What follows belongs to an exercise in optimizing a design on an open flow for small area; a production flow would make more cautious choices.
Only simulation tests tie the RTL to the original design; equivalence was not proved.

## design/flow/design.v

```verilog
`default_nettype none
package hsv2rgb_pkg;
  localparam int CHAN_BITS = 8;
  localparam int HUE_BITS  = 9;
endpackage
`default_nettype wire
`default_nettype none
module hsv_to_rgb_converter_unit (
  input  wire logic                                 clk,
  input  wire logic                                 rst,
  input  wire logic                                 in_valid,
  output logic                                      in_stall,
  input  wire logic [hsv2rgb_pkg::HUE_BITS-1:0]     hue,
  input  wire logic [hsv2rgb_pkg::CHAN_BITS-1:0]    saturation,
  input  wire logic [hsv2rgb_pkg::CHAN_BITS-1:0]    value,
  output logic                                      out_valid,
  input  wire logic                                 out_stall,
  output logic [hsv2rgb_pkg::CHAN_BITS-1:0]         red,
  output logic [hsv2rgb_pkg::CHAN_BITS-1:0]         green,
  output logic [hsv2rgb_pkg::CHAN_BITS-1:0]         blue,
  output logic [3*hsv2rgb_pkg::CHAN_BITS-1:0]       packed_color
);
  logic adv;
  assign adv      = !out_valid || !out_stall;
  assign in_stall = !adv;
  logic [8:0] base;
  logic [1:0] k2;
  logic [6:0] h1;
  logic       up;
  logic [2:0] sect;
  logic [5:0] r;
  always_comb begin
    if      (hue >= 9'd480) begin k2 = 2'd1; base = 9'd480; end
    else if (hue >= 9'd360) begin k2 = 2'd0; base = 9'd360; end
    else if (hue >= 9'd240) begin k2 = 2'd2; base = 9'd240; end
    else if (hue >= 9'd120) begin k2 = 2'd1; base = 9'd120; end
    else                    begin k2 = 2'd0; base = 9'd0;   end
    h1   = 7'(hue - base);
    up   = (h1 >= 7'd60);
    r    = up ? 6'(h1 - 7'd60) : 6'(7'd60 - h1);
    sect = {k2, up};
  end
  wire nz0 = (|value) & (|saturation);
  wire a0 = value[0] & saturation[0];
  wire a1 = value[0] & saturation[1];
  wire a2 = value[0] & saturation[2];
  wire a3 = value[0] & saturation[3];
  wire a4 = value[0] & saturation[4];
  wire a5 = value[0] & saturation[5];
  wire a6 = value[0] & saturation[6];
  wire a7 = value[0] & saturation[7];
  wire a8 = value[1] & saturation[0];
  wire a9 = value[1] & saturation[1];
  wire a10 = value[1] & saturation[2];
  wire a11 = value[1] & saturation[3];
  wire a12 = value[1] & saturation[4];
  wire a13 = value[1] & saturation[5];
  wire a14 = value[1] & saturation[6];
  wire a15 = value[1] & saturation[7];
  wire a16 = value[2] & saturation[0];
  wire a17 = value[2] & saturation[1];
  wire a18 = value[2] & saturation[2];
  wire a19 = value[2] & saturation[3];
  wire a20 = value[2] & saturation[4];
  wire a21 = value[2] & saturation[5];
  wire a22 = value[2] & saturation[6];
  wire a23 = value[2] & saturation[7];
  wire a24 = value[3] & saturation[0];
  wire a25 = value[3] & saturation[1];
  wire a26 = value[3] & saturation[2];
  wire a27 = value[3] & saturation[3];
  wire a28 = value[3] & saturation[4];
  wire a29 = value[3] & saturation[5];
  wire a30 = value[3] & saturation[6];
  wire a31 = value[3] & saturation[7];
  wire a32 = value[4] & saturation[0];
  wire a33 = value[4] & saturation[1];
  wire a34 = value[4] & saturation[2];
  wire a35 = value[4] & saturation[3];
  wire a36 = value[4] & saturation[4];
  wire a37 = value[4] & saturation[5];
  wire a38 = value[4] & saturation[6];
  wire a39 = value[4] & saturation[7];
  wire a40 = value[5] & saturation[0];
  wire a41 = value[5] & saturation[1];
  wire a42 = value[5] & saturation[2];
  wire a43 = value[5] & saturation[3];
  wire a44 = value[5] & saturation[4];
  wire a45 = value[5] & saturation[5];
  wire a46 = value[5] & saturation[6];
  wire a47 = value[5] & saturation[7];
  wire a48 = value[6] & saturation[0];
  wire a49 = value[6] & saturation[1];
  wire a50 = value[6] & saturation[2];
  wire a51 = value[6] & saturation[3];
  wire a52 = value[6] & saturation[4];
  wire a53 = value[6] & saturation[5];
  wire a54 = value[6] & saturation[6];
  wire a55 = value[6] & saturation[7];
  wire a56 = value[7] & saturation[0];
  wire a57 = value[7] & saturation[1];
  wire a58 = value[7] & saturation[2];
  wire a59 = value[7] & saturation[3];
  wire a60 = value[7] & saturation[4];
  wire a61 = value[7] & saturation[5];
  wire a62 = value[7] & saturation[6];
  wire a63 = value[7] & saturation[7];
  wire a64 = a6 ^ a13;
  wire a65 = a6 & a13;
  wire a66 = a7 ^ a14 ^ a21;
  wire a67 = (a7 & a14) | (a7 & a21) | (a14 & a21);
  wire a68 = a28 ^ a35;
  wire a69 = a28 & a35;
  wire a70 = a15 ^ a22 ^ a29;
  wire a71 = (a15 & a22) | (a15 & a29) | (a22 & a29);
  wire a72 = a36 ^ a43;
  wire a73 = a36 & a43;
  wire a74 = a23 ^ a30 ^ a37;
  wire a75 = (a23 & a30) | (a23 & a37) | (a30 & a37);
  wire a76 = a4 ^ a11;
  wire a77 = a4 & a11;
  wire a78 = a5 ^ a12 ^ a19;
  wire a79 = (a5 & a12) | (a5 & a19) | (a12 & a19);
  wire a80 = a26 ^ a33;
  wire a81 = a26 & a33;
  wire a82 = a20 ^ a27 ^ a34;
  wire a83 = (a20 & a27) | (a20 & a34) | (a27 & a34);
  wire a84 = a41 ^ a48 ^ a64;
  wire a85 = (a41 & a48) | (a41 & a64) | (a48 & a64);
  wire a86 = a42 ^ a49 ^ a56;
  wire a87 = (a42 & a49) | (a42 & a56) | (a49 & a56);
  wire a88 = a65 ^ a66 ^ a68;
  wire a89 = (a65 & a66) | (a65 & a68) | (a66 & a68);
  wire a90 = a50 ^ a57 ^ a67;
  wire a91 = (a50 & a57) | (a50 & a67) | (a57 & a67);
  wire a92 = a69 ^ a70 ^ a72;
  wire a93 = (a69 & a70) | (a69 & a72) | (a70 & a72);
  wire a94 = a44 ^ a51 ^ a58;
  wire a95 = (a44 & a51) | (a44 & a58) | (a51 & a58);
  wire a96 = a71 ^ a73 ^ a74;
  wire a97 = (a71 & a73) | (a71 & a74) | (a73 & a74);
  wire a98 = a31 ^ a38 ^ a45;
  wire a99 = (a31 & a38) | (a31 & a45) | (a38 & a45);
  wire a100 = a52 ^ a59 ^ a75;
  wire a101 = (a52 & a59) | (a52 & a75) | (a59 & a75);
  wire a102 = a39 ^ a46 ^ a53;
  wire a103 = (a39 & a46) | (a39 & a53) | (a46 & a53);
  wire a104 = a3 ^ a10;
  wire a105 = a3 & a10;
  wire a106 = a18 ^ a25 ^ a32;
  wire a107 = (a18 & a25) | (a18 & a32) | (a25 & a32);
  wire a108 = a40 ^ a77 ^ a78;
  wire a109 = (a40 & a77) | (a40 & a78) | (a77 & a78);
  wire a110 = a79 ^ a81 ^ a82;
  wire a111 = (a79 & a81) | (a79 & a82) | (a81 & a82);
  wire a112 = a83 ^ a85 ^ a86;
  wire a113 = (a83 & a85) | (a83 & a86) | (a85 & a86);
  wire a114 = a87 ^ a89 ^ a90;
  wire a115 = (a87 & a89) | (a87 & a90) | (a89 & a90);
  wire a116 = a91 ^ a93 ^ a94;
  wire a117 = (a91 & a93) | (a91 & a94) | (a93 & a94);
  wire a118 = a95 ^ a97 ^ a98;
  wire a119 = (a95 & a97) | (a95 & a98) | (a97 & a98);
  wire a120 = a60 ^ a99 ^ a101;
  wire a121 = (a60 & a99) | (a60 & a101) | (a99 & a101);
  wire a122 = a47 ^ a54 ^ a61;
  wire a123 = (a47 & a54) | (a47 & a61) | (a54 & a61);
  wire a124 = a2 ^ a9;
  wire a125 = a2 & a9;
  wire a126 = a17 ^ a24 ^ a104;
  wire a127 = (a17 & a24) | (a17 & a104) | (a24 & a104);
  wire a128 = a76 ^ a105 ^ a106;
  wire a129 = (a76 & a105) | (a76 & a106) | (a105 & a106);
  wire a130 = a80 ^ a107 ^ a108;
  wire a131 = (a80 & a107) | (a80 & a108) | (a107 & a108);
  wire a132 = a84 ^ a109 ^ a110;
  wire a133 = (a84 & a109) | (a84 & a110) | (a109 & a110);
  wire a134 = a88 ^ a111 ^ a112;
  wire a135 = (a88 & a111) | (a88 & a112) | (a111 & a112);
  wire a136 = a92 ^ a113 ^ a114;
  wire a137 = (a92 & a113) | (a92 & a114) | (a113 & a114);
  wire a138 = a96 ^ a115 ^ a116;
  wire a139 = (a96 & a115) | (a96 & a116) | (a115 & a116);
  wire a140 = a100 ^ a117 ^ a118;
  wire a141 = (a100 & a117) | (a100 & a118) | (a117 & a118);
  wire a142 = a102 ^ a119 ^ a120;
  wire a143 = (a102 & a119) | (a102 & a120) | (a119 & a120);
  wire a144 = a103 ^ a121 ^ a122;
  wire a145 = (a103 & a121) | (a103 & a122) | (a121 & a122);
  wire a146 = a55 ^ a62 ^ a123;
  wire a147 = (a55 & a62) | (a55 & a123) | (a62 & a123);
  wire a148 = a1 & a8;
  wire a149 = a16 & a124;
  wire a150 = a125 & a126;
  wire a151 = a127 & a128;
  wire a152 = a129 & a130;
  wire a153 = a131 & a132;
  wire a154 = a133 & a134;
  wire a155 = a135 & a136;
  wire a156 = a137 & a138;
  wire a157 = a139 & a140;
  wire a158 = a141 & a142;
  wire a159 = a143 & a144;
  wire a160 = a145 & a146;
  wire a161 = a63 & a147;
  wire a162 = a1 ^ a8;
  wire a163 = a16 ^ a124;
  wire a164 = a125 ^ a126;
  wire a165 = a127 ^ a128;
  wire a166 = a129 ^ a130;
  wire a167 = a131 ^ a132;
  wire a168 = a133 ^ a134;
  wire a169 = a135 ^ a136;
  wire a170 = a137 ^ a138;
  wire a171 = a139 ^ a140;
  wire a172 = a141 ^ a142;
  wire a173 = a143 ^ a144;
  wire a174 = a145 ^ a146;
  wire a175 = a63 ^ a147;
  wire a176 = a162 & a0;
  wire a177 = a164 & a149;
  wire a178 = a150 | a177;
  wire a179 = a164 & a163;
  wire a180 = a166 & a151;
  wire a181 = a152 | a180;
  wire a182 = a166 & a165;
  wire a183 = a168 & a153;
  wire a184 = a154 | a183;
  wire a185 = a168 & a167;
  wire a186 = a170 & a155;
  wire a187 = a156 | a186;
  wire a188 = a170 & a169;
  wire a189 = a172 & a157;
  wire a190 = a158 | a189;
  wire a191 = a172 & a171;
  wire a192 = a174 & a159;
  wire a193 = a160 | a192;
  wire a194 = a174 & a173;
  wire a195 = a163 & a148;
  wire a196 = a149 | a195;
  wire a197 = a163 & a176;
  wire a198 = a179 & a148;
  wire a199 = a178 | a198;
  wire a200 = a179 & a176;
  wire a201 = a167 & a181;
  wire a202 = a153 | a201;
  wire a203 = a167 & a182;
  wire a204 = a185 & a181;
  wire a205 = a184 | a204;
  wire a206 = a185 & a182;
  wire a207 = a171 & a187;
  wire a208 = a157 | a207;
  wire a209 = a171 & a188;
  wire a210 = a191 & a187;
  wire a211 = a190 | a210;
  wire a212 = a191 & a188;
  wire a213 = a175 & a193;
  wire a214 = a161 | a213;
  wire a215 = a175 & a194;
  wire a216 = a165 & a199;
  wire a217 = a151 | a216;
  wire a218 = a165 & a200;
  wire a219 = a182 & a199;
  wire a220 = a181 | a219;
  wire a221 = a182 & a200;
  wire a222 = a203 & a199;
  wire a223 = a202 | a222;
  wire a224 = a203 & a200;
  wire a225 = a206 & a199;
  wire a226 = a205 | a225;
  wire a227 = a206 & a200;
  wire a228 = a173 & a211;
  wire a229 = a159 | a228;
  wire a230 = a173 & a212;
  wire a231 = a194 & a211;
  wire a232 = a193 | a231;
  wire a233 = a194 & a212;
  wire a234 = a215 & a211;
  wire a235 = a214 | a234;
  wire a236 = a215 & a212;
  wire a237 = a169 & a226;
  wire a238 = a155 | a237;
  wire a239 = a169 & a227;
  wire a240 = a188 & a226;
  wire a241 = a187 | a240;
  wire a242 = a188 & a227;
  wire a243 = a209 & a226;
  wire a244 = a208 | a243;
  wire a245 = a209 & a227;
  wire a246 = a212 & a226;
  wire a247 = a211 | a246;
  wire a248 = a212 & a227;
  wire a249 = a230 & a226;
  wire a250 = a229 | a249;
  wire a251 = a230 & a227;
  wire a252 = a233 & a226;
  wire a253 = a232 | a252;
  wire a254 = a233 & a227;
  wire a255 = a236 & a226;
  wire a256 = a235 | a255;
  wire a257 = a236 & a227;
  wire a258 = a163 ^ a148;
  wire a259 = a164 ^ a196;
  wire a260 = a165 ^ a199;
  wire a261 = a166 ^ a217;
  wire a262 = a167 ^ a220;
  wire a263 = a168 ^ a223;
  wire a264 = a169 ^ a226;
  wire a265 = a170 ^ a238;
  wire a266 = a171 ^ a241;
  wire a267 = a172 ^ a244;
  wire a268 = a173 ^ a247;
  wire a269 = a174 ^ a250;
  wire a270 = a175 ^ a253;
  wire a271 = a264 & a0;
  wire a272 = a265 & a162;
  wire a273 = a266 & a258;
  wire a274 = a267 & a259;
  wire a275 = a268 & a260;
  wire a276 = a269 & a261;
  wire a277 = a270 & a262;
  wire a278 = a256 & a263;
  wire a279 = a264 ^ a0;
  wire a280 = a265 ^ a162;
  wire a281 = a266 ^ a258;
  wire a282 = a267 ^ a259;
  wire a283 = a268 ^ a260;
  wire a284 = a269 ^ a261;
  wire a285 = a270 ^ a262;
  wire a286 = a256 ^ a263;
  wire a287 = a280 & a271;
  wire a288 = a272 | a287;
  wire a289 = a280 & a279;
  wire a290 = a282 & a273;
  wire a291 = a274 | a290;
  wire a292 = a282 & a281;
  wire a293 = a284 & a275;
  wire a294 = a276 | a293;
  wire a295 = a284 & a283;
  wire a296 = a286 & a277;
  wire a297 = a278 | a296;
  wire a298 = a286 & a285;
  wire a299 = a281 & a288;
  wire a300 = a273 | a299;
  wire a301 = a281 & a289;
  wire a302 = a292 & a288;
  wire a303 = a291 | a302;
  wire a304 = a292 & a289;
  wire a305 = a285 & a294;
  wire a306 = a277 | a305;
  wire a307 = a285 & a295;
  wire a308 = a298 & a294;
  wire a309 = a297 | a308;
  wire a310 = a298 & a295;
  wire a311 = a283 & a303;
  wire a312 = a275 | a311;
  wire a313 = a283 & a304;
  wire a314 = a295 & a303;
  wire a315 = a294 | a314;
  wire a316 = a295 & a304;
  wire a317 = a307 & a303;
  wire a318 = a306 | a317;
  wire a319 = a307 & a304;
  wire a320 = a310 & a303;
  wire a321 = a309 | a320;
  wire a322 = a310 & a304;
  wire a323 = a279 ^ a321;
  wire a324 = ~a323;
  wire a325 = a321 & a279;
  wire a326 = a271 | a325;
  wire a327 = a280 ^ a326;
  wire a328 = ~a327;
  wire a329 = a321 & a289;
  wire a330 = a288 | a329;
  wire a331 = a281 ^ a330;
  wire a332 = ~a331;
  wire a333 = a321 & a301;
  wire a334 = a300 | a333;
  wire a335 = a282 ^ a334;
  wire a336 = ~a335;
  wire a337 = a321 & a304;
  wire a338 = a303 | a337;
  wire a339 = a283 ^ a338;
  wire a340 = ~a339;
  wire a341 = a321 & a313;
  wire a342 = a312 | a341;
  wire a343 = a284 ^ a342;
  wire a344 = ~a343;
  wire a345 = a321 & a316;
  wire a346 = a315 | a345;
  wire a347 = a285 ^ a346;
  wire a348 = ~a347;
  wire a349 = a321 & a319;
  wire a350 = a318 | a349;
  wire a351 = a286 ^ a350;
  wire a352 = ~a351;
  wire a353 = ~a265;
  wire a354 = a266 & a265;
  wire a355 = a266 & a353;
  wire a356 = a268 & a267;
  wire a357 = a270 & a269;
  wire a358 = a267 & a354;
  wire a359 = a267 & a355;
  wire a360 = a356 & a354;
  wire a361 = a356 & a355;
  wire a362 = a256 & a357;
  wire a363 = a269 & a360;
  wire a364 = a269 & a361;
  wire a365 = a357 & a360;
  wire a366 = a357 & a361;
  wire a367 = a362 & a360;
  wire a368 = a362 & a361;
  wire a369 = a266 ^ a265;
  wire a370 = a267 ^ a354;
  wire a371 = a268 ^ a358;
  wire a372 = a269 ^ a360;
  wire a373 = a270 ^ a363;
  wire a374 = a256 ^ a365;
  wire a375 = ~a321;
  wire a376 = nz0 & a375;
  wire a377 = nz0 & a264;
  wire a378 = a321 | a377;
  wire a379 = a264 ^ a376;
  wire a380 = a378 & a353;
  wire a381 = ~a378;
  wire a382 = a381 & a265;
  wire a383 = a380 | a382;
  wire a384 = a378 & a369;
  wire a385 = ~a378;
  wire a386 = a385 & a266;
  wire a387 = a384 | a386;
  wire a388 = a378 & a370;
  wire a389 = ~a378;
  wire a390 = a389 & a267;
  wire a391 = a388 | a390;
  wire a392 = a378 & a371;
  wire a393 = ~a378;
  wire a394 = a393 & a268;
  wire a395 = a392 | a394;
  wire a396 = a378 & a372;
  wire a397 = ~a378;
  wire a398 = a397 & a269;
  wire a399 = a396 | a398;
  wire a400 = a378 & a373;
  wire a401 = ~a378;
  wire a402 = a401 & a270;
  wire a403 = a400 | a402;
  wire a404 = a378 & a374;
  wire a405 = ~a378;
  wire a406 = a405 & a256;
  wire a407 = a404 | a406;
  logic        valid_q1;
  logic [2:0]  sect_q1;
  logic [5:0]  r_q1;
  logic [7:0]  v_q1;
  logic [7:0]  c_q1;
  logic [7:0]  d_q1;
  always_ff @(posedge clk) begin
    if (rst) begin
      valid_q1 <= 1'b0;
    end else if (adv) begin
      valid_q1 <= in_valid;
    end
  end
  always_ff @(posedge clk) begin
    if (adv) begin
      sect_q1 <= sect;
      r_q1    <= r;
      v_q1    <= value;
      c_q1    <= {a407, a403, a399, a395, a391, a387, a383, a379};
      d_q1    <= {a352, a348, a344, a340, a336, a332, a328, a324};
    end
  end
  logic [3:0] w52;
  logic [4:0] hsum;
  wire b0 = ~c_q1[0];
  wire b1 = ~c_q1[1];
  wire b2 = ~c_q1[2];
  wire b3 = ~c_q1[3];
  wire b4 = ~c_q1[4];
  wire b5 = ~c_q1[5];
  wire b6 = ~c_q1[6];
  wire b7 = ~c_q1[7];
  wire b8 = ~(v_q1[0] ^ b0);
  wire b9 = v_q1[0] | b0;
  wire b10 = v_q1[1] ^ b1 ^ b9;
  wire b11 = (v_q1[1] & b1) | (v_q1[1] & b9) | (b1 & b9);
  wire b12 = v_q1[2] ^ b2 ^ b11;
  wire b13 = (v_q1[2] & b2) | (v_q1[2] & b11) | (b2 & b11);
  wire b14 = v_q1[3] ^ b3 ^ b13;
  wire b15 = (v_q1[3] & b3) | (v_q1[3] & b13) | (b3 & b13);
  wire b16 = v_q1[4] ^ b4 ^ b15;
  wire b17 = (v_q1[4] & b4) | (v_q1[4] & b15) | (b4 & b15);
  wire b18 = v_q1[5] ^ b5 ^ b17;
  wire b19 = (v_q1[5] & b5) | (v_q1[5] & b17) | (b5 & b17);
  wire b20 = v_q1[6] ^ b6 ^ b19;
  wire b21 = (v_q1[6] & b6) | (v_q1[6] & b19) | (b6 & b19);
  wire b22 = v_q1[7] ^ b7 ^ b21;
  wire b23 = (v_q1[7] & b7) | (v_q1[7] & b21) | (b7 & b21);
  wire b24 = c_q1[0] & r_q1[0];
  wire b25 = c_q1[0] & r_q1[1];
  wire b26 = c_q1[0] & r_q1[2];
  wire b27 = c_q1[0] & r_q1[3];
  wire b28 = c_q1[0] & r_q1[4];
  wire b29 = c_q1[0] & r_q1[5];
  wire b30 = c_q1[1] & r_q1[0];
  wire b31 = c_q1[1] & r_q1[1];
  wire b32 = c_q1[1] & r_q1[2];
  wire b33 = c_q1[1] & r_q1[3];
  wire b34 = c_q1[1] & r_q1[4];
  wire b35 = c_q1[1] & r_q1[5];
  wire b36 = c_q1[2] & r_q1[0];
  wire b37 = c_q1[2] & r_q1[1];
  wire b38 = c_q1[2] & r_q1[2];
  wire b39 = c_q1[2] & r_q1[3];
  wire b40 = c_q1[2] & r_q1[4];
  wire b41 = c_q1[2] & r_q1[5];
  wire b42 = c_q1[3] & r_q1[0];
  wire b43 = c_q1[3] & r_q1[1];
  wire b44 = c_q1[3] & r_q1[2];
  wire b45 = c_q1[3] & r_q1[3];
  wire b46 = c_q1[3] & r_q1[4];
  wire b47 = c_q1[3] & r_q1[5];
  wire b48 = c_q1[4] & r_q1[0];
  wire b49 = c_q1[4] & r_q1[1];
  wire b50 = c_q1[4] & r_q1[2];
  wire b51 = c_q1[4] & r_q1[3];
  wire b52 = c_q1[4] & r_q1[4];
  wire b53 = c_q1[4] & r_q1[5];
  wire b54 = c_q1[5] & r_q1[0];
  wire b55 = c_q1[5] & r_q1[1];
  wire b56 = c_q1[5] & r_q1[2];
  wire b57 = c_q1[5] & r_q1[3];
  wire b58 = c_q1[5] & r_q1[4];
  wire b59 = c_q1[5] & r_q1[5];
  wire b60 = c_q1[6] & r_q1[0];
  wire b61 = c_q1[6] & r_q1[1];
  wire b62 = c_q1[6] & r_q1[2];
  wire b63 = c_q1[6] & r_q1[3];
  wire b64 = c_q1[6] & r_q1[4];
  wire b65 = c_q1[6] & r_q1[5];
  wire b66 = c_q1[7] & r_q1[0];
  wire b67 = c_q1[7] & r_q1[1];
  wire b68 = c_q1[7] & r_q1[2];
  wire b69 = c_q1[7] & r_q1[3];
  wire b70 = c_q1[7] & r_q1[4];
  wire b71 = c_q1[7] & r_q1[5];
  wire b72 = b28 ^ b33;
  wire b73 = b28 & b33;
  wire b74 = b29 ^ b34 ^ b39;
  wire b75 = (b29 & b34) | (b29 & b39) | (b34 & b39);
  wire b76 = b44 ^ b49;
  wire b77 = b44 & b49;
  wire b78 = b35 ^ b40 ^ b45;
  wire b79 = (b35 & b40) | (b35 & b45) | (b40 & b45);
  wire b80 = b50 ^ b55 ^ b60;
  wire b81 = (b50 & b55) | (b50 & b60) | (b55 & b60);
  wire b82 = b41 ^ b46 ^ b51;
  wire b83 = (b41 & b46) | (b41 & b51) | (b46 & b51);
  wire b84 = b56 ^ b61 ^ b66;
  wire b85 = (b56 & b61) | (b56 & b66) | (b61 & b66);
  wire b86 = b47 ^ b52 ^ b57;
  wire b87 = (b47 & b52) | (b47 & b57) | (b52 & b57);
  wire b88 = b62 ^ b67;
  wire b89 = b62 & b67;
  wire b90 = b53 ^ b58 ^ b63;
  wire b91 = (b53 & b58) | (b53 & b63) | (b58 & b63);
  wire b92 = b27 ^ b32;
  wire b93 = b27 & b32;
  wire b94 = b38 ^ b43 ^ b48;
  wire b95 = (b38 & b43) | (b38 & b48) | (b43 & b48);
  wire b96 = b54 ^ b73 ^ b74;
  wire b97 = (b54 & b73) | (b54 & b74) | (b73 & b74);
  wire b98 = b75 ^ b77 ^ b78;
  wire b99 = (b75 & b77) | (b75 & b78) | (b77 & b78);
  wire b100 = b79 ^ b81 ^ b82;
  wire b101 = (b79 & b81) | (b79 & b82) | (b81 & b82);
  wire b102 = b83 ^ b85 ^ b86;
  wire b103 = (b83 & b85) | (b83 & b86) | (b85 & b86);
  wire b104 = b68 ^ b87 ^ b89;
  wire b105 = (b68 & b87) | (b68 & b89) | (b87 & b89);
  wire b106 = b59 ^ b64 ^ b69;
  wire b107 = (b59 & b64) | (b59 & b69) | (b64 & b69);
  wire b108 = b26 ^ b31;
  wire b109 = b26 & b31;
  wire b110 = b37 ^ b42 ^ b92;
  wire b111 = (b37 & b42) | (b37 & b92) | (b42 & b92);
  wire b112 = b72 ^ b93 ^ b94;
  wire b113 = (b72 & b93) | (b72 & b94) | (b93 & b94);
  wire b114 = b76 ^ b95 ^ b96;
  wire b115 = (b76 & b95) | (b76 & b96) | (b95 & b96);
  wire b116 = b80 ^ b97 ^ b98;
  wire b117 = (b80 & b97) | (b80 & b98) | (b97 & b98);
  wire b118 = b84 ^ b99 ^ b100;
  wire b119 = (b84 & b99) | (b84 & b100) | (b99 & b100);
  wire b120 = b88 ^ b101 ^ b102;
  wire b121 = (b88 & b101) | (b88 & b102) | (b101 & b102);
  wire b122 = b90 ^ b103 ^ b104;
  wire b123 = (b90 & b103) | (b90 & b104) | (b103 & b104);
  wire b124 = b91 ^ b105 ^ b106;
  wire b125 = (b91 & b105) | (b91 & b106) | (b105 & b106);
  wire b126 = b65 ^ b70 ^ b107;
  wire b127 = (b65 & b70) | (b65 & b107) | (b70 & b107);
  wire b128 = b25 & b30;
  wire b129 = b36 & b108;
  wire b130 = b109 & b110;
  wire b131 = b111 & b112;
  wire b132 = b113 & b114;
  wire b133 = b115 & b116;
  wire b134 = b117 & b118;
  wire b135 = b119 & b120;
  wire b136 = b121 & b122;
  wire b137 = b123 & b124;
  wire b138 = b125 & b126;
  wire b139 = b71 & b127;
  wire b140 = b25 ^ b30;
  wire b141 = b36 ^ b108;
  wire b142 = b109 ^ b110;
  wire b143 = b111 ^ b112;
  wire b144 = b113 ^ b114;
  wire b145 = b115 ^ b116;
  wire b146 = b117 ^ b118;
  wire b147 = b119 ^ b120;
  wire b148 = b121 ^ b122;
  wire b149 = b123 ^ b124;
  wire b150 = b125 ^ b126;
  wire b151 = b71 ^ b127;
  wire b152 = b140 & b24;
  wire b153 = b142 & b129;
  wire b154 = b130 | b153;
  wire b155 = b142 & b141;
  wire b156 = b144 & b131;
  wire b157 = b132 | b156;
  wire b158 = b144 & b143;
  wire b159 = b146 & b133;
  wire b160 = b134 | b159;
  wire b161 = b146 & b145;
  wire b162 = b148 & b135;
  wire b163 = b136 | b162;
  wire b164 = b148 & b147;
  wire b165 = b150 & b137;
  wire b166 = b138 | b165;
  wire b167 = b150 & b149;
  wire b168 = b155 & b128;
  wire b169 = b154 | b168;
  wire b170 = b155 & b152;
  wire b171 = b161 & b157;
  wire b172 = b160 | b171;
  wire b173 = b161 & b158;
  wire b174 = b167 & b163;
  wire b175 = b166 | b174;
  wire b176 = b167 & b164;
  wire b177 = b173 & b169;
  wire b178 = b172 | b177;
  wire b179 = b173 & b170;
  wire b180 = b176 & b178;
  wire b181 = b175 | b180;
  wire b182 = b176 & b179;
  wire b183 = b158 & b169;
  wire b184 = b157 | b183;
  wire b185 = b158 & b170;
  wire b186 = b164 & b178;
  wire b187 = b163 | b186;
  wire b188 = b164 & b179;
  wire b189 = b141 & b128;
  wire b190 = b129 | b189;
  wire b191 = b141 & b152;
  wire b192 = b143 & b169;
  wire b193 = b131 | b192;
  wire b194 = b143 & b170;
  wire b195 = b145 & b184;
  wire b196 = b133 | b195;
  wire b197 = b145 & b185;
  wire b198 = b147 & b178;
  wire b199 = b135 | b198;
  wire b200 = b147 & b179;
  wire b201 = b149 & b187;
  wire b202 = b137 | b201;
  wire b203 = b149 & b188;
  wire b204 = b151 & b181;
  wire b205 = b139 | b204;
  wire b206 = b151 & b182;
  wire b207 = b141 ^ b128;
  wire b208 = b142 ^ b190;
  wire b209 = b143 ^ b169;
  wire b210 = b144 ^ b193;
  wire b211 = b145 ^ b184;
  wire b212 = b146 ^ b196;
  wire b213 = b147 ^ b178;
  wire b214 = b148 ^ b199;
  wire b215 = b149 ^ b187;
  wire b216 = b150 ^ b202;
  wire b217 = b151 ^ b181;
  wire b218 = b211 & b207;
  wire b219 = b212 & b208;
  wire b220 = b213 & b209;
  wire b221 = b214 & b210;
  wire b222 = b211 ^ b207;
  wire b223 = b212 ^ b208;
  wire b224 = b213 ^ b209;
  wire b225 = b214 ^ b210;
  wire b226 = b223 & b218;
  wire b227 = b219 | b226;
  wire b228 = b223 & b222;
  wire b229 = b225 & b220;
  wire b230 = b221 | b229;
  wire b231 = b225 & b224;
  wire b232 = b216 & b215;
  wire b233 = b205 & b217;
  wire b234 = b231 & b227;
  wire b235 = b230 | b234;
  wire b236 = b231 & b228;
  wire b237 = b233 & b232;
  wire b238 = b237 & b235;
  wire b239 = b237 & b236;
  wire b240 = b232 & b235;
  wire b241 = b232 & b236;
  wire b242 = b224 & b227;
  wire b243 = b220 | b242;
  wire b244 = b224 & b228;
  wire b245 = b215 & b235;
  wire b246 = b215 & b236;
  wire b247 = b217 & b240;
  wire b248 = b217 & b241;
  wire b249 = b223 ^ b218;
  wire b250 = b224 ^ b227;
  wire b251 = b225 ^ b243;
  wire b252 = b215 ^ b235;
  wire b253 = b216 ^ b245;
  wire b254 = b217 ^ b240;
  wire b255 = b205 ^ b247;
  wire b256 = b252 & b222;
  wire b257 = b253 & b249;
  wire b258 = b254 & b250;
  wire b259 = b255 & b251;
  wire b260 = b252 ^ b222;
  wire b261 = b253 ^ b249;
  wire b262 = b254 ^ b250;
  wire b263 = b255 ^ b251;
  wire b264 = b261 & b256;
  wire b265 = b257 | b264;
  wire b266 = b261 & b260;
  wire b267 = b263 & b258;
  wire b268 = b259 | b267;
  wire b269 = b263 & b262;
  wire b270 = b269 & b265;
  wire b271 = b268 | b270;
  wire b272 = b269 & b266;
  wire b273 = b262 & b265;
  wire b274 = b258 | b273;
  wire b275 = b262 & b266;
  wire b276 = b261 ^ b256;
  wire b277 = b262 ^ b265;
  wire b278 = b263 ^ b274;
  wire b279 = v_q1[4] ^ b211;
  wire b280 = v_q1[4] & b211;
  wire b281 = v_q1[5] ^ b212 ^ b208;
  wire b282 = (v_q1[5] & b212) | (v_q1[5] & b208) | (b212 & b208);
  wire b283 = v_q1[6] ^ b213 ^ b209;
  wire b284 = (v_q1[6] & b213) | (v_q1[6] & b209) | (b213 & b209);
  wire b285 = v_q1[7] ^ b214 ^ b210;
  wire b286 = (v_q1[7] & b214) | (v_q1[7] & b210) | (b214 & b210);
  wire b287 = v_q1[0] ^ b207;
  wire b288 = v_q1[0] & b207;
  wire b289 = v_q1[1] ^ b208 ^ b288;
  wire b290 = (v_q1[1] & b208) | (v_q1[1] & b288) | (b208 & b288);
  wire b291 = v_q1[2] ^ b209 ^ b290;
  wire b292 = (v_q1[2] & b209) | (v_q1[2] & b290) | (b209 & b290);
  wire b293 = v_q1[3] ^ b210 ^ b292;
  wire b294 = (v_q1[3] & b210) | (v_q1[3] & b292) | (b210 & b292);
  wire b295 = b207 ^ b279 ^ b294;
  wire b296 = (b207 & b279) | (b207 & b294) | (b279 & b294);
  wire b297 = b280 ^ b281 ^ b296;
  wire b298 = (b280 & b281) | (b280 & b296) | (b281 & b296);
  wire b299 = b282 ^ b283 ^ b298;
  wire b300 = (b282 & b283) | (b282 & b298) | (b283 & b298);
  wire b301 = b284 ^ b285 ^ b300;
  wire b302 = (b284 & b285) | (b284 & b300) | (b285 & b300);
  wire b303 = d_q1[0] & r_q1[0];
  wire b304 = d_q1[0] & r_q1[1];
  wire b305 = d_q1[0] & r_q1[2];
  wire b306 = d_q1[0] & r_q1[3];
  wire b307 = d_q1[0] & r_q1[4];
  wire b308 = d_q1[0] & r_q1[5];
  wire b309 = d_q1[1] & r_q1[0];
  wire b310 = d_q1[1] & r_q1[1];
  wire b311 = d_q1[1] & r_q1[2];
  wire b312 = d_q1[1] & r_q1[3];
  wire b313 = d_q1[1] & r_q1[4];
  wire b314 = d_q1[1] & r_q1[5];
  wire b315 = d_q1[2] & r_q1[0];
  wire b316 = d_q1[2] & r_q1[1];
  wire b317 = d_q1[2] & r_q1[2];
  wire b318 = d_q1[2] & r_q1[3];
  wire b319 = d_q1[2] & r_q1[4];
  wire b320 = d_q1[2] & r_q1[5];
  wire b321 = d_q1[3] & r_q1[0];
  wire b322 = d_q1[3] & r_q1[1];
  wire b323 = d_q1[3] & r_q1[2];
  wire b324 = d_q1[3] & r_q1[3];
  wire b325 = d_q1[3] & r_q1[4];
  wire b326 = d_q1[3] & r_q1[5];
  wire b327 = d_q1[4] & r_q1[0];
  wire b328 = d_q1[4] & r_q1[1];
  wire b329 = d_q1[4] & r_q1[2];
  wire b330 = d_q1[4] & r_q1[3];
  wire b331 = d_q1[4] & r_q1[4];
  wire b332 = d_q1[4] & r_q1[5];
  wire b333 = d_q1[5] & r_q1[0];
  wire b334 = d_q1[5] & r_q1[1];
  wire b335 = d_q1[5] & r_q1[2];
  wire b336 = d_q1[5] & r_q1[3];
  wire b337 = d_q1[5] & r_q1[4];
  wire b338 = d_q1[5] & r_q1[5];
  wire b339 = d_q1[6] & r_q1[0];
  wire b340 = d_q1[6] & r_q1[1];
  wire b341 = d_q1[6] & r_q1[2];
  wire b342 = d_q1[6] & r_q1[3];
  wire b343 = d_q1[6] & r_q1[4];
  wire b344 = d_q1[6] & r_q1[5];
  wire b345 = d_q1[7] & r_q1[0];
  wire b346 = d_q1[7] & r_q1[1];
  wire b347 = d_q1[7] & r_q1[2];
  wire b348 = d_q1[7] & r_q1[3];
  wire b349 = d_q1[7] & r_q1[4];
  wire b350 = d_q1[7] & r_q1[5];
  wire b351 = b307 ^ b312;
  wire b352 = b307 & b312;
  wire b353 = b308 ^ b313 ^ b318;
  wire b354 = (b308 & b313) | (b308 & b318) | (b313 & b318);
  wire b355 = b323 ^ b328;
  wire b356 = b323 & b328;
  wire b357 = b314 ^ b319 ^ b324;
  wire b358 = (b314 & b319) | (b314 & b324) | (b319 & b324);
  wire b359 = b329 ^ b334 ^ b339;
  wire b360 = (b329 & b334) | (b329 & b339) | (b334 & b339);
  wire b361 = b320 ^ b325 ^ b330;
  wire b362 = (b320 & b325) | (b320 & b330) | (b325 & b330);
  wire b363 = b335 ^ b340 ^ b345;
  wire b364 = (b335 & b340) | (b335 & b345) | (b340 & b345);
  wire b365 = b326 ^ b331 ^ b336;
  wire b366 = (b326 & b331) | (b326 & b336) | (b331 & b336);
  wire b367 = b341 ^ b346;
  wire b368 = b341 & b346;
  wire b369 = b332 ^ b337 ^ b342;
  wire b370 = (b332 & b337) | (b332 & b342) | (b337 & b342);
  wire b371 = b306 ^ b311;
  wire b372 = b306 & b311;
  wire b373 = b317 ^ b322 ^ b327;
  wire b374 = (b317 & b322) | (b317 & b327) | (b322 & b327);
  wire b375 = b333 ^ b352 ^ b353;
  wire b376 = (b333 & b352) | (b333 & b353) | (b352 & b353);
  wire b377 = b354 ^ b356 ^ b357;
  wire b378 = (b354 & b356) | (b354 & b357) | (b356 & b357);
  wire b379 = b358 ^ b360 ^ b361;
  wire b380 = (b358 & b360) | (b358 & b361) | (b360 & b361);
  wire b381 = b362 ^ b364 ^ b365;
  wire b382 = (b362 & b364) | (b362 & b365) | (b364 & b365);
  wire b383 = b347 ^ b366 ^ b368;
  wire b384 = (b347 & b366) | (b347 & b368) | (b366 & b368);
  wire b385 = b338 ^ b343 ^ b348;
  wire b386 = (b338 & b343) | (b338 & b348) | (b343 & b348);
  wire b387 = b305 ^ b310;
  wire b388 = b305 & b310;
  wire b389 = b316 ^ b321 ^ b371;
  wire b390 = (b316 & b321) | (b316 & b371) | (b321 & b371);
  wire b391 = b351 ^ b372 ^ b373;
  wire b392 = (b351 & b372) | (b351 & b373) | (b372 & b373);
  wire b393 = b355 ^ b374 ^ b375;
  wire b394 = (b355 & b374) | (b355 & b375) | (b374 & b375);
  wire b395 = b359 ^ b376 ^ b377;
  wire b396 = (b359 & b376) | (b359 & b377) | (b376 & b377);
  wire b397 = b363 ^ b378 ^ b379;
  wire b398 = (b363 & b378) | (b363 & b379) | (b378 & b379);
  wire b399 = b367 ^ b380 ^ b381;
  wire b400 = (b367 & b380) | (b367 & b381) | (b380 & b381);
  wire b401 = b369 ^ b382 ^ b383;
  wire b402 = (b369 & b382) | (b369 & b383) | (b382 & b383);
  wire b403 = b370 ^ b384 ^ b385;
  wire b404 = (b370 & b384) | (b370 & b385) | (b384 & b385);
  wire b405 = b344 ^ b349 ^ b386;
  wire b406 = (b344 & b349) | (b344 & b386) | (b349 & b386);
  wire b407 = b304 & b309;
  wire b408 = b315 & b387;
  wire b409 = b388 & b389;
  wire b410 = b390 & b391;
  wire b411 = b392 & b393;
  wire b412 = b394 & b395;
  wire b413 = b396 & b397;
  wire b414 = b398 & b399;
  wire b415 = b400 & b401;
  wire b416 = b402 & b403;
  wire b417 = b404 & b405;
  wire b418 = b350 & b406;
  wire b419 = b304 ^ b309;
  wire b420 = b315 ^ b387;
  wire b421 = b388 ^ b389;
  wire b422 = b390 ^ b391;
  wire b423 = b392 ^ b393;
  wire b424 = b394 ^ b395;
  wire b425 = b396 ^ b397;
  wire b426 = b398 ^ b399;
  wire b427 = b400 ^ b401;
  wire b428 = b402 ^ b403;
  wire b429 = b404 ^ b405;
  wire b430 = b350 ^ b406;
  wire b431 = b419 & b303;
  wire b432 = b421 & b408;
  wire b433 = b409 | b432;
  wire b434 = b421 & b420;
  wire b435 = b423 & b410;
  wire b436 = b411 | b435;
  wire b437 = b423 & b422;
  wire b438 = b425 & b412;
  wire b439 = b413 | b438;
  wire b440 = b425 & b424;
  wire b441 = b427 & b414;
  wire b442 = b415 | b441;
  wire b443 = b427 & b426;
  wire b444 = b429 & b416;
  wire b445 = b417 | b444;
  wire b446 = b429 & b428;
  wire b447 = b420 & b407;
  wire b448 = b408 | b447;
  wire b449 = b420 & b431;
  wire b450 = b434 & b407;
  wire b451 = b433 | b450;
  wire b452 = b434 & b431;
  wire b453 = b424 & b436;
  wire b454 = b412 | b453;
  wire b455 = b424 & b437;
  wire b456 = b440 & b436;
  wire b457 = b439 | b456;
  wire b458 = b440 & b437;
  wire b459 = b428 & b442;
  wire b460 = b416 | b459;
  wire b461 = b428 & b443;
  wire b462 = b446 & b442;
  wire b463 = b445 | b462;
  wire b464 = b446 & b443;
  wire b465 = b422 & b451;
  wire b466 = b410 | b465;
  wire b467 = b422 & b452;
  wire b468 = b437 & b451;
  wire b469 = b436 | b468;
  wire b470 = b437 & b452;
  wire b471 = b455 & b451;
  wire b472 = b454 | b471;
  wire b473 = b455 & b452;
  wire b474 = b458 & b451;
  wire b475 = b457 | b474;
  wire b476 = b458 & b452;
  wire b477 = b430 & b463;
  wire b478 = b418 | b477;
  wire b479 = b430 & b464;
  wire b480 = b426 & b475;
  wire b481 = b414 | b480;
  wire b482 = b426 & b476;
  wire b483 = b443 & b475;
  wire b484 = b442 | b483;
  wire b485 = b443 & b476;
  wire b486 = b461 & b475;
  wire b487 = b460 | b486;
  wire b488 = b461 & b476;
  wire b489 = b464 & b475;
  wire b490 = b463 | b489;
  wire b491 = b464 & b476;
  wire b492 = b479 & b475;
  wire b493 = b478 | b492;
  wire b494 = b479 & b476;
  wire b495 = b420 ^ b407;
  wire b496 = b421 ^ b448;
  wire b497 = b422 ^ b451;
  wire b498 = b423 ^ b466;
  wire b499 = b424 ^ b469;
  wire b500 = b425 ^ b472;
  wire b501 = b426 ^ b475;
  wire b502 = b427 ^ b481;
  wire b503 = b428 ^ b484;
  wire b504 = b429 ^ b487;
  wire b505 = b430 ^ b490;
  wire b506 = b303 & b501;
  wire b507 = b419 & b502;
  wire b508 = b495 & b503;
  wire b509 = b496 & b504;
  wire b510 = b497 & b505;
  wire b511 = b498 & b493;
  wire b512 = b303 ^ b501;
  wire b513 = b419 ^ b502;
  wire b514 = b495 ^ b503;
  wire b515 = b496 ^ b504;
  wire b516 = b497 ^ b505;
  wire b517 = b498 ^ b493;
  wire b518 = b506 | b512;
  wire b519 = b513 & b518;
  wire b520 = b507 | b519;
  wire b521 = b513 & b512;
  wire b522 = b515 & b508;
  wire b523 = b509 | b522;
  wire b524 = b515 & b514;
  wire b525 = b517 & b510;
  wire b526 = b511 | b525;
  wire b527 = b517 & b516;
  wire b528 = b500 & b499;
  wire b529 = b514 & b520;
  wire b530 = b508 | b529;
  wire b531 = b514 & b521;
  wire b532 = b524 & b520;
  wire b533 = b523 | b532;
  wire b534 = b524 & b521;
  wire b535 = b499 & b526;
  wire b536 = b499 & b527;
  wire b537 = b528 & b526;
  wire b538 = b528 & b527;
  wire b539 = b516 & b533;
  wire b540 = b510 | b539;
  wire b541 = b516 & b534;
  wire b542 = b527 & b533;
  wire b543 = b526 | b542;
  wire b544 = b527 & b534;
  wire b545 = b536 & b533;
  wire b546 = b535 | b545;
  wire b547 = b536 & b534;
  wire b548 = b538 & b533;
  wire b549 = b537 | b548;
  wire b550 = b538 & b534;
  wire b551 = ~b512;
  wire b552 = b513 ^ b518;
  wire b553 = b514 ^ b520;
  wire b554 = b515 ^ b530;
  wire b555 = b516 ^ b533;
  wire b556 = b517 ^ b540;
  wire b557 = b499 ^ b543;
  wire b558 = b500 ^ b546;
  wire b559 = b501 & b549;
  wire b560 = b501 ^ b549;
  wire b561 = b502 & b559;
  wire b562 = b502 & b560;
  wire b563 = b504 & b503;
  wire b564 = b493 & b505;
  wire b565 = b503 & b561;
  wire b566 = b503 & b562;
  wire b567 = b563 & b561;
  wire b568 = b563 & b562;
  wire b569 = b505 & b567;
  wire b570 = b505 & b568;
  wire b571 = b564 & b567;
  wire b572 = b564 & b568;
  wire b573 = b502 ^ b559;
  wire b574 = b503 ^ b561;
  wire b575 = b504 ^ b565;
  wire b576 = b505 ^ b567;
  wire b577 = b493 ^ b569;
  wire b578 = ~b560;
  wire b579 = ~b573;
  wire b580 = ~b574;
  wire b581 = ~b575;
  wire b582 = ~b576;
  wire b583 = ~b577;
  wire b584 = b24 & b578;
  wire b585 = b140 & b579;
  wire b586 = w52[0] & b580;
  wire b587 = w52[1] & b581;
  wire b588 = w52[2] & b582;
  wire b589 = w52[3] & b583;
  wire b590 = b24 ^ b578;
  wire b591 = b140 ^ b579;
  wire b592 = w52[0] ^ b580;
  wire b593 = w52[1] ^ b581;
  wire b594 = w52[2] ^ b582;
  wire b595 = w52[3] ^ b583;
  wire b596 = b591 & b584;
  wire b597 = b585 | b596;
  wire b598 = b591 & b590;
  wire b599 = b593 & b586;
  wire b600 = b587 | b599;
  wire b601 = b593 & b592;
  wire b602 = b595 & b588;
  wire b603 = b589 | b602;
  wire b604 = b595 & b594;
  wire b605 = b592 & b597;
  wire b606 = b586 | b605;
  wire b607 = b592 & b598;
  wire b608 = b601 & b597;
  wire b609 = b600 | b608;
  wire b610 = b601 & b598;
  wire b611 = b594 & b609;
  wire b612 = b588 | b611;
  wire b613 = b594 & b610;
  wire b614 = b604 & b609;
  wire b615 = b603 | b614;
  wire b616 = b604 & b610;
  wire b617 = b591 ^ b584;
  wire b618 = b592 ^ b597;
  wire b619 = b593 ^ b606;
  wire b620 = b594 ^ b609;
  wire b621 = b595 ^ b612;
  assign hsum   = {b271, b278, b277, b276, b260};
  assign w52    = (hsum >= 5'd15) ? 4'(hsum - 5'd15) : hsum[3:0];
  logic [2:0] sect_q2;
  logic [7:0] v_q2;
  logic [7:0] p_q2;
  logic [7:0] a_q2;
  logic [3:0] w52_q2;
  logic       bit_q2;
  always_ff @(posedge clk) begin
    if (rst) begin
      out_valid <= 1'b0;
    end else if (adv) begin
      out_valid <= valid_q1;
    end
  end
  always_ff @(posedge clk) begin
    if (adv) begin
      sect_q2 <= sect_q1;
      v_q2    <= v_q1;
      p_q2    <= {b22, b20, b18, b16, b14, b12, b10, b8};
      a_q2    <= {b301, b299, b297, b295, b293, b291, b289, b287};
      w52_q2  <= w52;
      bit_q2  <= b615;
    end
  end
  logic [7:0] x;
  wire o0 = ~w52_q2[0];
  wire o1 = ~w52_q2[1];
  wire o2 = ~w52_q2[2];
  wire o3 = ~w52_q2[3];
  wire o4 = ~w52_q2[0];
  wire o5 = ~w52_q2[1];
  wire o6 = ~w52_q2[2];
  wire o7 = ~w52_q2[3];
  wire o8 = ~bit_q2;
  wire o9 = a_q2[0] ^ o0 ^ o8;
  wire o10 = (a_q2[0] & o0) | (a_q2[0] & o8) | (o0 & o8);
  wire o11 = a_q2[1] ^ o1 ^ o10;
  wire o12 = (a_q2[1] & o1) | (a_q2[1] & o10) | (o1 & o10);
  wire o13 = a_q2[2] ^ o2 ^ o12;
  wire o14 = (a_q2[2] & o2) | (a_q2[2] & o12) | (o2 & o12);
  wire o15 = a_q2[3] ^ o3 ^ o14;
  wire o16 = (a_q2[3] & o3) | (a_q2[3] & o14) | (o3 & o14);
  wire o17 = a_q2[4] ^ o4 ^ o16;
  wire o18 = (a_q2[4] & o4) | (a_q2[4] & o16) | (o4 & o16);
  wire o19 = a_q2[5] ^ o5 ^ o18;
  wire o20 = (a_q2[5] & o5) | (a_q2[5] & o18) | (o5 & o18);
  wire o21 = a_q2[6] ^ o6 ^ o20;
  wire o22 = (a_q2[6] & o6) | (a_q2[6] & o20) | (o6 & o20);
  wire o23 = a_q2[7] ^ o7 ^ o22;
  wire o24 = (a_q2[7] & o7) | (a_q2[7] & o22) | (o7 & o22);
  assign x = {o23, o21, o19, o17, o15, o13, o11, o9};
  always_comb begin
    case (sect_q2)
      3'd0:    begin red = v_q2; green = x;    blue = p_q2; end
      3'd1:    begin red = x;    green = v_q2; blue = p_q2; end
      3'd2:    begin red = p_q2; green = v_q2; blue = x;    end
      3'd3:    begin red = p_q2; green = x;    blue = v_q2; end
      3'd4:    begin red = x;    green = p_q2; blue = v_q2; end
      default: begin red = v_q2; green = p_q2; blue = x;    end
    endcase
  end
  assign packed_color = {red, green, blue};
endmodule
`default_nettype wire
```

## design/flow/flow/run.sh

```bash
#!/bin/bash
# Layout flow: the standard flow with two changes to synthesis and one
# to placement.
#  - Synthesis: Yosys's synth runs without its quick ABC pass (-noabc), so
#    the full adders written in the RTL reach extract_fa without inverted
#    polarities, and the final ABC mapping uses flow/area.abc (area-oriented
#    mapping). Registers, their names and cell types are unchanged.
#  - Ports are buffered with sky130_fd_sc_hd__buf_1, and the buffers that
#    synthesis puts between outputs sharing a net are buf_1 too.
# Each tool's output goes to the ORFS logs under orfs/logs; make's output to
# standard.log.
set -euo pipefail
WORK=$PWD
FLOW=$WORK/flow
{
  echo 'proc synth {args} { yosys synth -nofsm -noshare -noabc {*}$args }'
  echo 'proc abc {args} {'
  echo '  set i [lsearch $args -script]'
  echo "  if { \$i >= 0 } { set args [lreplace \$args \$i [expr {\$i + 1}] -script $FLOW/area.abc] }"
  echo '  yosys abc {*}$args'
  echo '}'
  tail -n +2 synth_recipe.tcl
} > my_synth.tcl
bash standard.sh SYNTH_SCRIPT=$WORK/my_synth.tcl \
  "BUFFER_PORTS_ARGS=-buffer_cell sky130_fd_sc_hd__buf_1" \
  "MIN_BUF_CELL_AND_PORTS=sky130_fd_sc_hd__buf_1 A X" finish > standard.log 2>&1
```

## design/flow/flow/area.abc

```
strash
dch -f
amap
topo
```

## design/flow/standard.sh

```bash
#!/bin/bash
# synth_recipe.tcl (not shown) runs the flow's synth.tcl, then flattens the netlist and writes it again
# the make line also repeats each setting of config.mk as NAME=value (left out here)
make -C /OpenROAD-flow-scripts/flow DESIGN_CONFIG=/design/flow/config.mk WORK_HOME=/design/flow/orfs CLKGATE_MAP_FILE= SYNTH_SCRIPT=/design/flow/synth_recipe.tcl "${@:-finish}"
```

## design/flow/config.mk

```make
export PLATFORM = sky130hd
export DESIGN_NAME = hsv_to_rgb_converter_unit
export DESIGN_NICKNAME = hsv_to_rgb_converter_unit
export VERILOG_FILES = /design/flow/design.v
export SDC_FILE = /design/flow/constraint.sdc
export NUM_CORES = 4
export LEC_CHECK = 0
export ABC_AREA = 1
export CAP_MARGIN = 20
export CORE_MARGIN = 2
export CORE_UTILIZATION = 70
export CTS_BUF_LIST = sky130_fd_sc_hd__clkbuf_2 sky130_fd_sc_hd__clkbuf_4 sky130_fd_sc_hd__clkbuf_8
export SLEW_MARGIN = 20
```

## design/flow/constraint.sdc

```tcl
create_clock -name core_clock -period 7.5 [get_ports {clk}]
set_input_delay 1.5000 -clock core_clock [delete_from_list [all_inputs] [get_ports {clk}]]
set_output_delay 1.5000 -clock core_clock [all_outputs]
set_load 0.01 [all_outputs]
```

==> impl_results.md, run 1 <==
* Layout cell share with drive strength beyond 1 at 6.39%
* Critical path's largest stage delay at 560 ps
* Max H-tree Level at 3
* DR vias at 6799
* Clock root cell: clkbuf_8
* Die W at 114 um
* Status: no timing/DRC/antenna violations
* Capturing point of the worst reg2reg path: bit_q2$_DFFE_PP_
* Number of cell rows at 40
* Hold_ws at 425 ps
* First-pass GRT wire length at 32700 um
* Share of the synthesized area in the top cell type at 28.5%
* Die Area at 12900 um2
* Most frequent cells in the layout: 235 x nor2_1, 119 x fa_1, 118 x clkinv_1
* ANT cells at 0
* DRT iter0 DRCs at 497
* Worst r2r path cells at 29
* Final hold vios at 0
* Sink Count at 67
* CP endpoint kind: flop
* Family with the most delay on the worst path: adder cells
* CORE AREA at 11900 um2
* Synthesized instance count at 902
* Clk latency of the worst-skew pair at 350 ps
* Yosys warnings at 1
* Via density at 5.92
* Clock Pin Slew Worst Setup and Hold Paths at 80 ps
* Area growth, synth to finish at 10.6%
* Register area share after synthesis at 23.7%
* Gp weighted congestion at 0.987
* Hold Crit Start: sect_q1[1]$_SDFFCE_PP1P_
* Max frequency at 138 MHz
* Period utilisation layout at 96.8%
* Flop2flop setup slack at 240 ps
* FF+latch area at 1990 um2
* Worst Clk Skew at 8.44 ps
* FFs w/ async S/R, synth at 0%
* Synth area leader: fa_1
* Slew @ Worst Pin at 1060 ps
* CP Data Required Time at 7600 ps
* Pin count of the biggest net entering global routing at 68
* Dominant synthesized flop cell: edfxtp_1
* Fin crit period at 7260 ps
* Dominant cells by area after synthesis: fa_1 29%, edfxtp_1 23%, ha_1 15%
* CP Buf/Inv Count at 3
* Vias in the first global route at 7028
* Slew Limit Fails at 0
* Nets at 1245
* Fillers at 802
* PnR worst setup slack at 237 ps
* ANT nets after route at 0
* Grt ovf at 0
* Pre-CTS setup slack at -218 ps
* HP Class: flop to flop
* Top Ports at 79
* Critical Path Start: r_q1[5]$_DFFE_PP_
* DP HPWL at 16100 um
* Initial Utilization at 71.0%
* CP max FO at 15
* Final core utilization at 78.5%
* CTS tree: done
* Total CTS buffers at 9
* Yosys reg bits at 67
* DRC Markers at 0
* Drt total wl at 19500 um
* Crit path kind: flop to flop
* Post-Synthesis Cell Area at 8420 um2
* Initial antenna violation count at 0
* Clock Tree Buf Depth at 2
* Max Cap Viol at 0
* CP arrival at 7360 ps
* Number of flops mapped to enable cells by yosys at 65
* First-pass DRT Iterations at 5
* Commonest non-fill, non-tap cell in the layout: nor2_1
* Average wire per standard cell at 17.0 um
* # setup viols final at 0
* Reg2reg start: r_q1[5]$_DFFE_PP_
* Final setup TNS at 0 ps
* CP max-delay cell: fa_1
* Avg Synthesized Cell Area at 9.33 um2
* Max_slew headroom at 28.4%
* Startpoint Class: flop
* Hold Path Sink: sect_q2[1]$_DFFE_PP_
* Port Buffers at 78
* Distinct cells, synth at 35
* Syn nets at 1151
* GRT Total Usage at 32.1%
* Multi-input logic area at 5960 um2
* Hold path depth at 0
* Die Y-Extent at 114 um
==> worst reg2reg max path: cells and delay by family, from the launching register on <==
| kind | cells | cell delay (ps) |
|---|---|---|
| buffers and inverters | 3 | 430 |
| AOI/OAI and AO/OA | 8 | 1330 |
| DFF | 1 | 390 |
| and+or+nand+nor | 7 | 620 |
| adders and majority gates | 11 | 4260 |
==> Yosys cell counts (5+ instances only) <==
master / n
ha_1: 100
a211oi_1: 5
a21o_1: 6
nand2_1: 40
a221o_1: 6
o21ai_0: 39
nand3_1: 10
clkinv_1: 121
fa_1: 120
nor2_1: 237
a21oi_1: 67
o22a_1: 18
buf_1: 24
edfxtp_1: 65
==> repair_timing <==
| action | CTS | global route |
|---|---|---|
| resized for setup | 2 | 22 |
| endpoints found under the hold margin | 0 | 0 |
| endpoints found under the setup margin | 1 | 16 |
| buffers inserted | 0 | 3 |
| pin swaps | 0 | 2 |
| hold buffers | 0 | 0 |
==> how the worst max path moves through the flow <==
stage | to | slack, ps | depth (start not counted)
2_1_floorplan | bit_q2$_DFFE_PP_ | 290 | 29
3_3_place_gp | d_q1[7]$_DFFE_PP_ | 160 | 25
3_5_place_dp | c_q1[7]$_DFFE_PP_ | -220 | 27
4_1_cts | bit_q2$_DFFE_PP_ | 60 | 29
5_1_grt | bit_q2$_DFFE_PP_ | -50 | 30
6_report | bit_q2$_DFFE_PP_ | 240 | 29
==> routing by layer <==
| metal | GRT usage (%) | part of all wire [%] | up-vias | wire length (um) |
|---|---|---|---|---|
| li1 | - | - | 3212 | - |
| met1 | 39.2 | 39 | 3259 | 7550 |
| met2 | 58.7 | 53 | 276 | 10200 |
| met3 | 3.56 | 5.6 | 52 | 1100 |
| met4 | 12.8 | 3.0 | 0 | 588 |
| met5 | 0 | 0 | - | 0 |
==> sequential cells by signal, summed over array words and instances (netlist names) <==
name,flops
a_q2,8
bit_q2,1
c_q1,8
d_q1,8
out_valid,1
p_q2,8
r_q1,6
sect_q1,3
sect_q2,3
v_q1,8
v_q2,8
valid_q1,1
w52_q2,4
==> kinds of logic (layout without fill, tap and decap cells) <==
kind of cell / count (synthesis) / count (layout) / share of synthesized area (%)
AOI/OAI and AO/OA: 168 / 168 / 12.5
and+or+nand+nor: 302 / 302 / 14.0
buffers and inverters: 145 / 244 / 6.47
DFF: 67 / 67 / 23.7
adders and majority gates: 220 / 220 / 43.4
==> area by class of cell <==
type	instances	area share, %
Clock buffer	9	1.33
Clock inverter	7	0.820
Inverter	121	4.92
Multi-Input combinational cell	690	64.1
Sequential cell	67	21.4
Tap cell	147	1.98
Timing Repair Buffer	107	5.48
==> metrics by stage <==
| step | instances | cell area (um2) |
|---|---|---|
| after floorplan | 902 | 8420 |
| after global placement | 1129 | 9000 |
| after detailed placement | 1129 | 9000 |
| after CTS | 1145 | 9210 |
| after global routing | 1148 | 9310 |
| final | 1148 | 9310 |
==> run 2, diff against run 1 <==
--- a/design/flow/config.mk
+++ b/design/flow/config.mk
@@ -10,3 +10,3 @@
 export CORE_MARGIN = 2
-export CORE_UTILIZATION = 70
+export CORE_UTILIZATION = 65
 export CTS_BUF_LIST = sky130_fd_sc_hd__clkbuf_2 sky130_fd_sc_hd__clkbuf_4 sky130_fd_sc_hd__clkbuf_8
==> impl_results.md, run 2 <==
* Commonest non-fill, non-tap cell in the layout: nor2_1
* Share of the synthesized area in the top cell type at 28.5% (unchanged)
* Slew @ Worst Pin at 1010 ps (-54.9 ps)
* Crit path kind: flop to flop
* Max frequency at 139 MHz (+0.84%)
* Port Buffers at 78 (unchanged)
* Met3 wire length at 1040 um (-5.2%)
* Total CTS buffers at 9 (unchanged)
* Final core utilization at 73.3% (-5.2 points)
* Dominant cells by area after synthesis: fa_1 29%, edfxtp_1 23%, ha_1 15%
* DRC Markers at 0 (unchanged)
* Nets at 1243 (-0.16%)
* Met2 Wirelength at 9650 um (-5.7%)
* Clock Tree Buf Depth at 2 (unchanged)
* Synth top cells by count: 237 x nor2_1, 121 x clkinv_1, 120 x fa_1, 100 x ha_1, 67 x a21oi_1
* Initial Utilization at 66.7% (-4.3 points)
* CTS tree: done
* Layout Cells excl Fill at 1171 (+2.0%)
* Max_slew headroom at 32.1% (+3.7 points)
* Sink Count at 67 (unchanged)
* Status: no timing/DRC/antenna violations
* Gp weighted congestion at 0.948 (-4.0%)
* Clock root cell: clkbuf_8
* Average wire per standard cell at 15.8 um (-6.6%)
* Cell area after layout at 9250 um2 (-0.59%)
* Number of cell rows at 41 (+2.5%)
* CP max-delay cell: fa_1
* Final hold vios at 0 (unchanged)
* Startpoint Class: flop
* Die Area at 13900 um2 (+7.4%)
* FFs w/ async S/R, synth at 0% (unchanged)
* Top Ports at 79 (unchanged)
* Fillers at 937 (+17%)
* CP max FO at 15 (unchanged)
* Avg Synthesized Cell Area at 9.33 um2 (unchanged)
* Dominant synthesized flop cell: edfxtp_1
* Worst Clk Skew at 8.69 ps (+0.252 ps)
* ANT nets after route at 0 (unchanged)
* DR vias at 6669 (-1.9%)
* Distinct cells, synth at 35 (unchanged)
* Critical path's largest stage delay at 580 ps (+20 ps)
* Number of flops mapped to enable cells by yosys at 65 (unchanged)
* First-pass DRT Iterations at 5 (unchanged)
* Die Y-Extent at 118 um (+3.6%)
* Post-place instance area at 9030 um2 (+0.26%)
* Area growth, synth to finish at 9.91%
* Syn nets at 1151 (unchanged)
* Yosys warnings at 1 (unchanged)
* CP arrival at 7310 ps (-50 ps)
* Post-Synthesis Cell Area at 8420 um2 (unchanged)
* First-pass GRT wire length at 31400 um (-3.8%)
* CP endpoint kind: flop
* Synth area leader: fa_1
* Die W at 118 um (+3.6%)
* Yosys reg bits at 67 (unchanged)
* ANT cells at 0 (unchanged)
* Fin crit period at 7200 ps (-60.5 ps)
* Via density at 5.70 (-3.8%)
* Drt total wl at 18600 um (-4.7%)
* Pin count of the biggest net entering global routing at 68 (unchanged)
* DRT iter0 DRCs at 334 (-33%)
* Max H-tree Level at 3 (unchanged)
* Cell with the most instances after synthesis: nor2_1
* Slew Limit Fails at 0 (unchanged)
* Placed cell count at 1153 (+2.1%)
* Layout cell share with drive strength beyond 1 at 5.41% (-0.99 points)
* Period utilisation layout at 96.0% (-0.81 points)
* Most frequent cells in the layout: 235 x nor2_1, 119 x clkinv_1, 119 x fa_1
* HP Class: flop to flop
* Synthesized instance count at 902 (unchanged)
* DP HPWL at 15900 um (-1.4%)
* GRT Total Usage at 28.2% (-3.9 points)
* Register area share after synthesis at 23.7% (unchanged)
* Initial antenna violation count at 0 (unchanged)
* Grt ovf at 0 (unchanged)
* Max layer used: met4
* CP Data Required Time at 7600 ps (about the same)
* CORE AREA at 12600 um2 (+6.4%)
* Clock Pin Slew Worst Setup and Hold Paths at 70 ps (about the same)
* Wl on met1 at 7470 um (-1.1%)
* Clk latency of the worst-skew pair at 360 ps (about the same)
* Vias in the first global route at 6935 (-1.3%)
* RSZ-0062 raised after global routing: true
* # setup viols final at 0 (unchanged)
* Max Cap Viol at 0 (unchanged)
==> run 2: cell counts after synthesis <==
Identical to the previous run, type by type.
==> run 2: path summary, 6_finish.rpt <==
| kind | from | slack, ps | end | cells past startpoint |
|---|---|---|---|---|
| setup / recovery | r_q1[5]$_DFFE_PP_ | 300 | bit_q2$_DFFE_PP_ | 29 |
| hold / removal | sect_q1[0]$_DFFE_PP_ | 420 | sect_q2[0]$_DFFE_PP_ | 0 |
| hold reg to reg | sect_q1[0]$_DFFE_PP_ | 420 | sect_q2[0]$_DFFE_PP_ | 0 |
| setup reg to reg | r_q1[5]$_DFFE_PP_ | 300 | bit_q2$_DFFE_PP_ | 29 |
==> run 2: final cells by class <==
| cell class | instances | area (um2) | share of cell area (%) |
|---|---|---|---|
| multi-input combinational | 690 | 5920 | 63.9 |
| sequential | 67 | 1990 | 21.5 |
| clock buffer | 10 | 138 | 1.49 |
| inverter | 121 | 454 | 4.91 |
| tap | 172 | 215 | 2.33 |
| timing repair buffer | 105 | 495 | 5.35 |
| clock inverter | 6 | 41.3 | 0.446 |
==> run 2: metrics by stage <==
step | worst slack, ps | hold WS [ps] | setup TNS, ps
floorplan | 295 | 400 | 0
global placement | 144 | 406 | 0
finish | 297 | 417 | 0
global route | -78.0 | 422 | -78.0
CTS | 8.81 | 421 | 0
detailed placement | -14.6 | 409 | -14.6
==> run 2: logic make-up after synthesis <==
group           after synthesis  share of synthesized area, %
simple gates                302                          14.0
buf+inv                     145                          6.47
fa+ha+maj                   220                          43.4
compound gates              168                          12.5
flops                        67                          23.7
==> run 2: worst max-delay path, delay by kind of cell, from the launching register on <==
family | cells | cell delay (ps)
buf+inv | 3 | 510
fa+ha+maj | 11 | 4170
flops | 1 | 370
compound gates | 8 | 1190
simple gates | 7 | 670
==> run 2: repair_timing <==
action / 4_1_cts / 5_1_grt
setup buffers: 0 / 2
hold buffers: 0 / 0
gates resized for setup: 0 / 11
setup endpoints to repair: 0 / 7
==> run 2: routing by layer <==
| layer | global-route usage, % | vias to the layer above |
|---|---|---|
| li1 | - | 3207 |
| met1 | 33.9 | 3201 |
| met2 | 51.3 | 227 |
| met3 | 5.14 | 34 |
| met4 | 8.81 | 0 |
| met5 | 0 | - |

## separate check: timing with driven ports
The flow's constraints put no driver on any port. The routed layouts listed below were extracted and timed again, unchanged, in two steps. Step 1 (the two cells are an assumption about what drives the block):
set clk [get_ports {clk}]
set_driving_cell -lib_cell sky130_fd_sc_hd__clkbuf_16 $clk
set_driving_cell -lib_cell sky130_fd_sc_hd__buf_2 [delete_from_list [all_inputs] $clk]
Step 2 moves the port delays by t, midway between the first and last clock arrival at a register: inputs arrive t later, outputs are due t later. That takes back most of the time a late clock gives input paths. a / b / c = ideal / step 1 / step 2; a / b = the first two.
run	shift t [ns]	setup slack, ns	worst slew at a driven data input, ns
run 1	0.385	0.237 / 0.237 / -0.030	0.03
run 2	0.388	0.297 / 0.297 / 0.044	0.03
With both steps, setup timing fails in run 1, where it was met with ideal ports. The setup slack of run 1, which loses most, moves by 0.000 ns with the drivers and by -0.267 ns with both steps.
